Background: an optimization exercise with open tools, aiming at small area. Do not read the settings as production practice.
Only simulation tests tie the RTL to the original design; equivalence was not proved.
Power is estimated from default activity; no workload was simulated.

==> flow/design.v <==
package hdc_frame_assembler_pkg;
  localparam int INPUT_CHANNELS = 64;
  localparam int RAW_WIDTH      = 15;
  localparam int MODE_W         = 2;
  localparam int LABEL_W        = 5;
  typedef enum logic {
    COLLECT = 1'b0,
    HOLD    = 1'b1
  } asmState_t;
  function automatic int idxWidth(input int n);
    if (n > 1) idxWidth = $clog2(n);
    else       idxWidth = 1;
  endfunction
endpackage
module hdc_frame_slot #(
  parameter int RAW_W = 1024
) (
  input  logic               Clk_CI,
  input  logic               Load_SI,
  input  logic [RAW_W-1:0]   Raw_DI,
  input  logic [hdc_frame_assembler_pkg::MODE_W-1:0]  Mode_DI,
  input  logic [hdc_frame_assembler_pkg::LABEL_W-1:0] Label_DI,
  output logic [RAW_W-1:0]   Raw_DO,
  output logic [hdc_frame_assembler_pkg::MODE_W-1:0]  Mode_DO,
  output logic [hdc_frame_assembler_pkg::LABEL_W-1:0] Label_DO
);
  always_ff @(posedge Clk_CI) begin
    if (Load_SI) begin
      Raw_DO   <= Raw_DI;
      Mode_DO  <= Mode_DI;
      Label_DO <= Label_DI;
    end
  end
endmodule
module hdc_frame_assembler #(
  parameter int CHANNELS = hdc_frame_assembler_pkg::INPUT_CHANNELS,
  parameter int SAMPLE_W = hdc_frame_assembler_pkg::RAW_WIDTH,
  parameter int LANE_W   = 16
) (
  input  logic                         Clk_CI,
  input  logic                         Reset_RI,
  input  logic                         SampleValid_SI,
  output logic                         SampleReady_SO,
  input  logic [SAMPLE_W-1:0]          Sample_DI,
  input  logic                         SampleLast_SI,
  input  logic [hdc_frame_assembler_pkg::MODE_W-1:0]            ModeIn_SI,
  input  logic [hdc_frame_assembler_pkg::LABEL_W-1:0]           LabelIn_DI,
  output logic [hdc_frame_assembler_pkg::idxWidth(CHANNELS)-1:0] ChannelIdx_DO,
  output logic                         ValidOut_SO,
  input  logic                         ReadyIn_SI,
  output logic [hdc_frame_assembler_pkg::MODE_W-1:0]            ModeOut_SO,
  output logic [hdc_frame_assembler_pkg::LABEL_W-1:0]           LabelOut_DO,
  output logic [CHANNELS*LANE_W-1:0]   Raw_DO,
  output logic                         FrameError_SO
);
  localparam int IDX_W = hdc_frame_assembler_pkg::idxWidth(CHANNELS);
  localparam int PK_W  = CHANNELS * SAMPLE_W;
  logic               sampleReady;
  logic [IDX_W-1:0]   chanIdx;
  logic               frameError;
  logic               slotValid;
  logic [SAMPLE_W-1:0] collectLane [CHANNELS];
  logic [hdc_frame_assembler_pkg::MODE_W-1:0]  collectMode;
  logic [hdc_frame_assembler_pkg::LABEL_W-1:0] collectLabel;
  logic accept, atLastIdx, complete, framingErr, slotFree, slotLoad;
  assign accept     = SampleValid_SI & sampleReady;
  assign atLastIdx  = (chanIdx == IDX_W'(CHANNELS - 1));
  assign complete   = accept & atLastIdx & SampleLast_SI;
  assign framingErr = accept & (SampleLast_SI != atLastIdx);
  assign slotFree   = ~slotValid | ReadyIn_SI;
  assign slotLoad   = slotFree & (~sampleReady | complete);
  always_ff @(posedge Clk_CI or negedge Reset_RI) begin
    if (!Reset_RI) begin
      sampleReady <= 1'b1;
      chanIdx     <= '0;
      frameError  <= 1'b0;
      slotValid   <= 1'b0;
    end else begin
      if (accept) begin
        chanIdx <= framingErr ? '0 : chanIdx + IDX_W'(1);
      end
      if (framingErr) begin
        frameError <= 1'b1;
      end
      if (sampleReady) begin
        if (complete & ~slotFree) sampleReady <= 1'b0;
      end else begin
        if (slotFree) sampleReady <= 1'b1;
      end
      if (slotLoad) begin
        slotValid <= 1'b1;
      end else if (ReadyIn_SI) begin
        slotValid <= 1'b0;
      end
    end
  end
  always_ff @(posedge Clk_CI) begin
    for (int k = 0; k < CHANNELS; k++) begin
      if (chanIdx == IDX_W'(k) && (k != 0 || sampleReady)) begin
        collectLane[k] <= Sample_DI;
      end
    end
    if (chanIdx == '0 && sampleReady) begin
      collectMode  <= ModeIn_SI;
      collectLabel <= LabelIn_DI;
    end
  end
  logic [PK_W-1:0] loadPk;
  always_comb begin
    for (int k = 0; k < CHANNELS - 1; k++) begin
      loadPk[k*SAMPLE_W +: SAMPLE_W] = collectLane[k];
    end
    loadPk[(CHANNELS-1)*SAMPLE_W +: SAMPLE_W] =
      sampleReady ? Sample_DI : collectLane[CHANNELS-1];
  end
  logic [PK_W-1:0] slotPk;
  hdc_frame_slot #(
    .RAW_W (PK_W)
  ) uSlot (
    .Clk_CI   (Clk_CI),
    .Load_SI  (slotLoad),
    .Raw_DI   (loadPk),
    .Mode_DI  (collectMode),
    .Label_DI (collectLabel),
    .Raw_DO   (slotPk),
    .Mode_DO  (ModeOut_SO),
    .Label_DO (LabelOut_DO)
  );
  always_comb begin
    for (int k = 0; k < CHANNELS; k++) begin
      Raw_DO[k*LANE_W +: LANE_W] = {~slotValid, slotPk[k*SAMPLE_W +: SAMPLE_W]};
    end
  end
  assign SampleReady_SO = sampleReady;
  assign ChannelIdx_DO  = chanIdx;
  assign FrameError_SO  = frameError;
  assign ValidOut_SO    = slotValid;
endmodule
clock: 4.0 ns
lec_check: 0
cap_margin: 20
core_margin: 2
core_utilization: 70
gpl_timing_driven: 0
slew_margin: 20
standard.sh (not shown) runs the stock make flow with config.mk's settings and CLKGATE_MAP_FILE= SYNTH_SCRIPT=/design/flow/synth_recipe.tcl, a recipe that flattens the netlist after the stock synthesis.
==> flow/flow/run.sh <==
#!/bin/bash
# Standard ORFS layout (standard.sh, unchanged synthesis) with these changes:
# port buffers use the smallest buffer cell, the first fanout repair may not
# use the largest buffers, and the clock tree uses clkbuf_8 with small sink
# clusters and no dummy loads.
set -e
HERE=$(cd "$(dirname "$0")" && pwd)
export BUFFER_PORTS_ARGS="-buffer_cell sky130_fd_sc_hd__buf_1"
export PRE_RESIZE_TCL="$HERE/pre_resize.tcl"
export CTS_ARGS="-sink_clustering_enable -repair_clock_nets -buf_list sky130_fd_sc_hd__clkbuf_8 -sink_clustering_size 16 -sink_clustering_max_diameter 50 -dont_use_dummy_load"
bash standard.sh > standard.log 2>&1
==> flow/flow/pre_resize.tcl <==
# Keep the first fanout repair from building trees of the largest buffers.
set_dont_use {sky130_fd_sc_hd__buf_12 sky130_fd_sc_hd__buf_16 sky130_fd_sc_hd__clkbuf_16}
Next try:
--- a/flow/design.v
+++ b/flow/design.v
@@ -128,7 +128,7 @@
   );
   always_comb begin
     for (int k = 0; k < CHANNELS; k++) begin
-      Raw_DO[k*LANE_W +: LANE_W] = {~slotValid, slotPk[k*SAMPLE_W +: SAMPLE_W]};
+      Raw_DO[k*LANE_W +: LANE_W] = LANE_W'(slotPk[k*SAMPLE_W +: SAMPLE_W]);
     end
   end
   assign SampleReady_SO = sampleReady;
After rerunning: Routed wire length went down slightly; setup slack is worse by 0.21 ns; core utilization went down by 0.11 points; register-to-register slack is worse by 0.21 ns; fmax went down by a few percent; design area barely changes; sequential power stays flat; non-clock buffer count went down by 75; hold slack is worse by 0.013 ns; power hardly moves; clock power is about the same; cell count hardly moves; global-route usage went down by 0.50 points.

## re-timing with driven ports
The results above use ideal ports. As a check the final layouts listed here were re-extracted and re-timed, cells and wires unchanged.
Step 1 (the two cells are an assumption about what drives the block):
set clk [get_ports {Clk_CI}]
set_driving_cell -lib_cell sky130_fd_sc_hd__clkbuf_16 $clk
set_driving_cell -lib_cell sky130_fd_sc_hd__buf_2 [delete_from_list [all_inputs] $clk]
Step 2 also shifts input and output timing later by t, the mid clock arrival at the registers, as if the neighbouring blocks saw the same clock.
Slacks: no drivers / after step 1 / after step 2; pairs: no drivers / after step 1.
| run | shift t [ns] | slack for setup (ns) | worst setup path after step 2 | slew at the worst register clock pin (ns) | worst slew at a driven data input, ns |
|---|---|---|---|---|---|
| the first run | 0.874 | 0.501 / 0.501 / 0.501 | register to register | 0.10 / 0.10 | 0.12 |
| the second run | 0.858 | 0.292 / 0.292 / 0.292 | register to register | 0.11 / 0.11 | 0.15 |
After both steps setup and hold are still met in every run listed.
